What follows belongs to an exercise in optimizing a design on an open flow for a short achievable clock period and few clock cycles per item; a production flow would make more cautious choices. Only simulation tests tie the RTL to the original design; equivalence was not proved. The clock port is modelled as an ideal driver; clocking choices that lean on that would not hold on a real chip. No activity file was given, so power comes from the tool's default toggle rates.

==> wip/nickel <==
## rv_core
module rv_core (
    input  logic                    clk,
    input  logic                    arst_n,
    output logic [32-1:0]        imem_addr,
    input  logic [32-1:0]        imem_data,
    output logic [32-1:0]        dmem_addr,
    output logic [32-1:0]        dmem_wdata,
    output logic                    dmem_we,
    input  logic [32-1:0]        dmem_rdata,
    output logic                    wb_en,
    output logic [5-1:0]  wb_rd,
    output logic [32-1:0]        wb_data
);
    localparam logic [6:0] OPC_OP     = 7'b0110011;
    localparam logic [6:0] OPC_OP_IMM = 7'b0010011;
    localparam logic [6:0] OPC_LUI    = 7'b0110111;
    localparam logic [6:0] OPC_LOAD   = 7'b0000011;
    localparam logic [6:0] OPC_STORE  = 7'b0100011;
    localparam logic [6:0] OPC_JAL    = 7'b1101111;
    logic [31:0] pc_f;
    logic        v_d;
    logic [31:0] ir_d;
    logic [31:0] pc_d;
  ...
export LEC_CHECK = 0
export CAP_MARGIN = 20
export CORE_MARGIN = 2
export CORE_UTILIZATION = 70
export SETUP_SLACK_MARGIN = 1.5
export SLEW_MARGIN = 20
export SYNTH_HIERARCHICAL = 1
create_clock -name core_clock -period 11.0 [get_ports {clk}]
standard.sh (not shown) runs the stock make flow with config.mk's settings and CLKGATE_MAP_FILE= SYNTH_SCRIPT=/design/flow/synth_recipe.tcl, a recipe that flattens the netlist after the stock synthesis.
==> flow/flow/run.sh <==
#!/bin/bash
# Standard ORFS layout with these changes:
# - adders are left to ABC (no full-adder cell extraction);
# - repair_timing aims for a setup slack far above the 11 ns clock's, and
#   may resize cells across footprints, so paths are optimised well below
#   the clock period; after CTS more repair rounds run (post_cts.tcl);
# - the clock tree is built from buf_12/buf_16 cells, with clusters of up
#   to 18 sinks within 72 um;
# - before detailed placement, the flip-flops that drive only an output
#   port's buffer are put next to that buffer (pre_dpl.tcl).
set -euo pipefail
bash standard.sh SETUP_SLACK_MARGIN=7.8 ADDER_MAP_FILE= MATCH_CELL_FOOTPRINT=0 \
  POST_CTS_TCL=$PWD/flow/post_cts.tcl PRE_DETAIL_PLACE_TCL=$PWD/flow/pre_dpl.tcl \
  "CTS_ARGS=-sink_clustering_enable -repair_clock_nets -sink_clustering_size 18 -sink_clustering_max_diameter 72 -buf_list {sky130_fd_sc_hd__buf_12 sky130_fd_sc_hd__buf_16} -root_buf sky130_fd_sc_hd__buf_16" \
  finish > standard.log 2>&1
==> flow/flow/post_cts.tcl <==
# Extra setup repair after clock tree synthesis: rounds with a growing
# margin, so the worst paths do not stop the repair of the others.
foreach m {7.2 7.4 7.6 7.8 8.0} {
  repair_timing -setup -setup_margin $m -repair_tns 100 -max_passes 100
}
detailed_placement
check_placement -verbose
estimate_parasitics -placement
report_worst_slack
==> flow/flow/pre_dpl.tcl <==
# Put each flip-flop that drives only an output port's buffer next to that
# buffer, before detailed placement legalizes the placement.
set block [ord::get_db_block]
set moved 0
foreach bterm [$block getBTerms] {
  if {[$bterm getIoType] ne "OUTPUT"} { continue }
  set net [$bterm getNet]
  if {$net eq "NULL"} { continue }
  set buf ""
  foreach it [$net getITerms] {
    if {[$it isOutputSignal]} { set buf [$it getInst] }
  }
  if {$buf eq ""} { continue }
  foreach it [$buf getITerms] {
    if {![$it isInputSignal]} { continue }
    set n2 [$it getNet]
    if {$n2 eq "NULL"} { continue }
    set drv ""
    set sinks 0
    foreach it2 [$n2 getITerms] {
      if {[$it2 isOutputSignal]} { set drv [$it2 getInst] } else { incr sinks }
    }
    if {$drv ne "" && $sinks == 1 && [[$drv getMaster] isSequential]} {
      set loc [$buf getLocation]
      $drv setLocation [lindex $loc 0] [lindex $loc 1]
      incr moved
    }
  }
}
puts "pre_dpl: moved $moved output flip-flops next to their port buffers"
==> wip/tundra (differences from wip/nickel) <==
==> flow/flow/run.sh (replaced) <==
#!/bin/bash
# Standard ORFS layout with these changes:
# - adders are left to ABC (no full-adder cell extraction);
# - repair_timing aims for a setup slack far above the 11 ns clock's, and
#   may resize cells across footprints, so paths are optimised well below
#   the clock period; after CTS more repair rounds run (post_cts.tcl);
# - the clock tree is built from buf_12/buf_16 cells, with clusters of up
#   to 20 sinks within 80 um;
# - before detailed placement, the flip-flops that drive only an output
#   port's buffer are put next to that buffer (pre_dpl.tcl).
set -euo pipefail
bash standard.sh SETUP_SLACK_MARGIN=7.5 ADDER_MAP_FILE= MATCH_CELL_FOOTPRINT=0 \
  POST_CTS_TCL=$PWD/flow/post_cts.tcl PRE_DETAIL_PLACE_TCL=$PWD/flow/pre_dpl.tcl \
  "CTS_ARGS=-sink_clustering_enable -repair_clock_nets -sink_clustering_size 20 -sink_clustering_max_diameter 80 -buf_list {sky130_fd_sc_hd__buf_12 sky130_fd_sc_hd__buf_16} -root_buf sky130_fd_sc_hd__buf_16" \
  finish > standard.log 2>&1
--- a/flow/flow/post_cts.tcl
+++ b/flow/flow/post_cts.tcl
@@ -2,3 +2,3 @@
 # margin, so the worst paths do not stop the repair of the others.
-foreach m {7.2 7.4 7.6 7.8 8.0} {
+foreach m {7.0 7.2 7.4 7.6 7.8 8.0} {
   repair_timing -setup -setup_margin $m -repair_tns 100 -max_passes 100
==> wip/onyx (differences from wip/nickel) <==
==> flow/flow/run.sh (replaced) <==
#!/bin/bash
# Standard ORFS layout with these changes:
# - adders are left to ABC (no full-adder cell extraction);
# - repair_timing aims for a setup slack far above the 11 ns clock's, and
#   may resize cells across footprints, so paths are optimised well below
#   the clock period; after CTS more repair rounds run (post_cts.tcl);
# - the clock tree is built from buf_12/buf_16 cells, with clusters of up
#   to 20 sinks within 80 um.
set -euo pipefail
bash standard.sh SETUP_SLACK_MARGIN=7.5 ADDER_MAP_FILE= MATCH_CELL_FOOTPRINT=0 \
  POST_CTS_TCL=$PWD/flow/post_cts.tcl \
  "CTS_ARGS=-sink_clustering_enable -repair_clock_nets -sink_clustering_size 20 -sink_clustering_max_diameter 80 -buf_list {sky130_fd_sc_hd__buf_12 sky130_fd_sc_hd__buf_16} -root_buf sky130_fd_sc_hd__buf_16" \
  finish > standard.log 2>&1
--- a/flow/flow/post_cts.tcl
+++ b/flow/flow/post_cts.tcl
@@ -2,3 +2,3 @@
 # margin, so the worst paths do not stop the repair of the others.
-foreach m {7.2 7.4 7.6 7.8 8.0} {
+foreach m {7.0 7.2 7.4 7.6 7.8 8.0} {
   repair_timing -setup -setup_margin $m -repair_tns 100 -max_passes 100
removed: flow/flow/pre_dpl.tcl
==> wip/cedar (differences from wip/nickel) <==
==> flow/flow/run.sh (replaced) <==
#!/bin/bash
# Standard ORFS layout with these changes:
# - adders are left to ABC (no full-adder cell extraction);
# - repair_timing aims for a setup slack far above the 11 ns clock's, and
#   may resize cells across footprints, so paths are optimised well below
#   the clock period; after CTS more repair rounds run (post_cts.tcl);
# - the clock tree is built from buf_12/buf_16 cells, with clusters of up
#   to 20 sinks within 80 um;
# - before detailed placement, the flip-flops that drive only an output
#   port's buffer are put next to that buffer (pre_dpl.tcl).
set -euo pipefail
bash standard.sh SETUP_SLACK_MARGIN=8.0 ADDER_MAP_FILE= MATCH_CELL_FOOTPRINT=0 \
  POST_CTS_TCL=$PWD/flow/post_cts.tcl PRE_DETAIL_PLACE_TCL=$PWD/flow/pre_dpl.tcl \
  "CTS_ARGS=-sink_clustering_enable -repair_clock_nets -sink_clustering_size 20 -sink_clustering_max_diameter 80 -buf_list {sky130_fd_sc_hd__buf_12 sky130_fd_sc_hd__buf_16} -root_buf sky130_fd_sc_hd__buf_16" \
  finish > standard.log 2>&1
--- a/flow/flow/post_cts.tcl
+++ b/flow/flow/post_cts.tcl
@@ -2,3 +2,3 @@
 # margin, so the worst paths do not stop the repair of the others.
-foreach m {7.2 7.4 7.6 7.8 8.0} {
+foreach m {7.4 7.6 7.8 8.0 8.2} {
   repair_timing -setup -setup_margin $m -repair_tns 100 -max_passes 100
==> comparison <==
wip/onyx went through all stages and came out clean. wip/nickel passed the timing, DRC and antenna checks. wip/cedar completed without violations. wip/tundra finished with timing, DRC and antenna clean.
Count of clock-buffer cells in the layout: wip/cedar < wip/onyx < wip/tundra < wip/nickel.
Sequential share of layout area, lowest first: wip/cedar, wip/nickel, wip/tundra, wip/onyx.
Maximum frequency: wip/cedar > wip/tundra > wip/onyx > wip/nickel.
Synthesized cell count is the same in wip/nickel and wip/onyx.
Clock skew, lowest first: wip/tundra, wip/nickel, wip/cedar, wip/onyx.
Of wip/nickel and wip/tundra, wip/nickel has the higher worst hold slack (gap 0.0038 ns).
The lowest via count belongs to wip/onyx, the highest to wip/cedar.
In sequential power, wip/nickel and wip/onyx hardly differ.
In critical path depth, wip/tundra and wip/onyx do not differ.
Total power: wip/nickel is higher than wip/tundra (about 1.8%).
Between wip/onyx and wip/cedar, the lower design area is in wip/onyx (gap 5.3%, measured against wip/cedar).
Testbench counts of wip/nickel, summed over its fixed seeds: cycles 8,406, instrs 8,183.
Testbench counts of wip/tundra, summed over its fixed seeds: cycles 8,406, instrs 8,183.
Testbench counts of wip/onyx, summed over its fixed seeds: cycles 8,406, instrs 8,183.
Testbench counts of wip/cedar, summed over its fixed seeds: cycles 8,406, instrs 8,183.

==> static timing again, ports no longer ideal <==
Ports are ideal in the flow. The routed layouts listed here were re-timed in OpenROAD.
Step 1 (the two cells are an assumption about what drives the block):
set clk [get_ports {clk}]
set_driving_cell -lib_cell sky130_fd_sc_hd__clkbuf_16 $clk
set_driving_cell -lib_cell sky130_fd_sc_hd__buf_2 [delete_from_list [all_inputs] $clk]
Step 2 times the ports against the registers' clock, not the clock port: input delays grow and output delays shrink by t, the midpoint of the rising clock arrivals with the driver on.
Slacks: ideal ports / drivers / drivers and shift; pairs: ideal ports / drivers.
| run | t (ns) | slack for setup (ns) | cell pins on the clock port's net |
|---|---|---|---|
| wip/nickel | 0.803 | 7.564 / 7.476 / 6.857 | 1 |
| wip/tundra | 0.780 | 7.574 / 7.483 / 6.859 | 1 |
| wip/onyx | 0.778 | 7.572 / 7.483 / 6.894 | 1 |
| wip/cedar | 0.798 | 7.596 / 7.504 / 6.846 | 1 |
After both steps every run listed still meets setup and hold. The setup slack of wip/cedar, which loses most, moves by -0.092 ns with the drivers and by -0.750 ns with both steps.
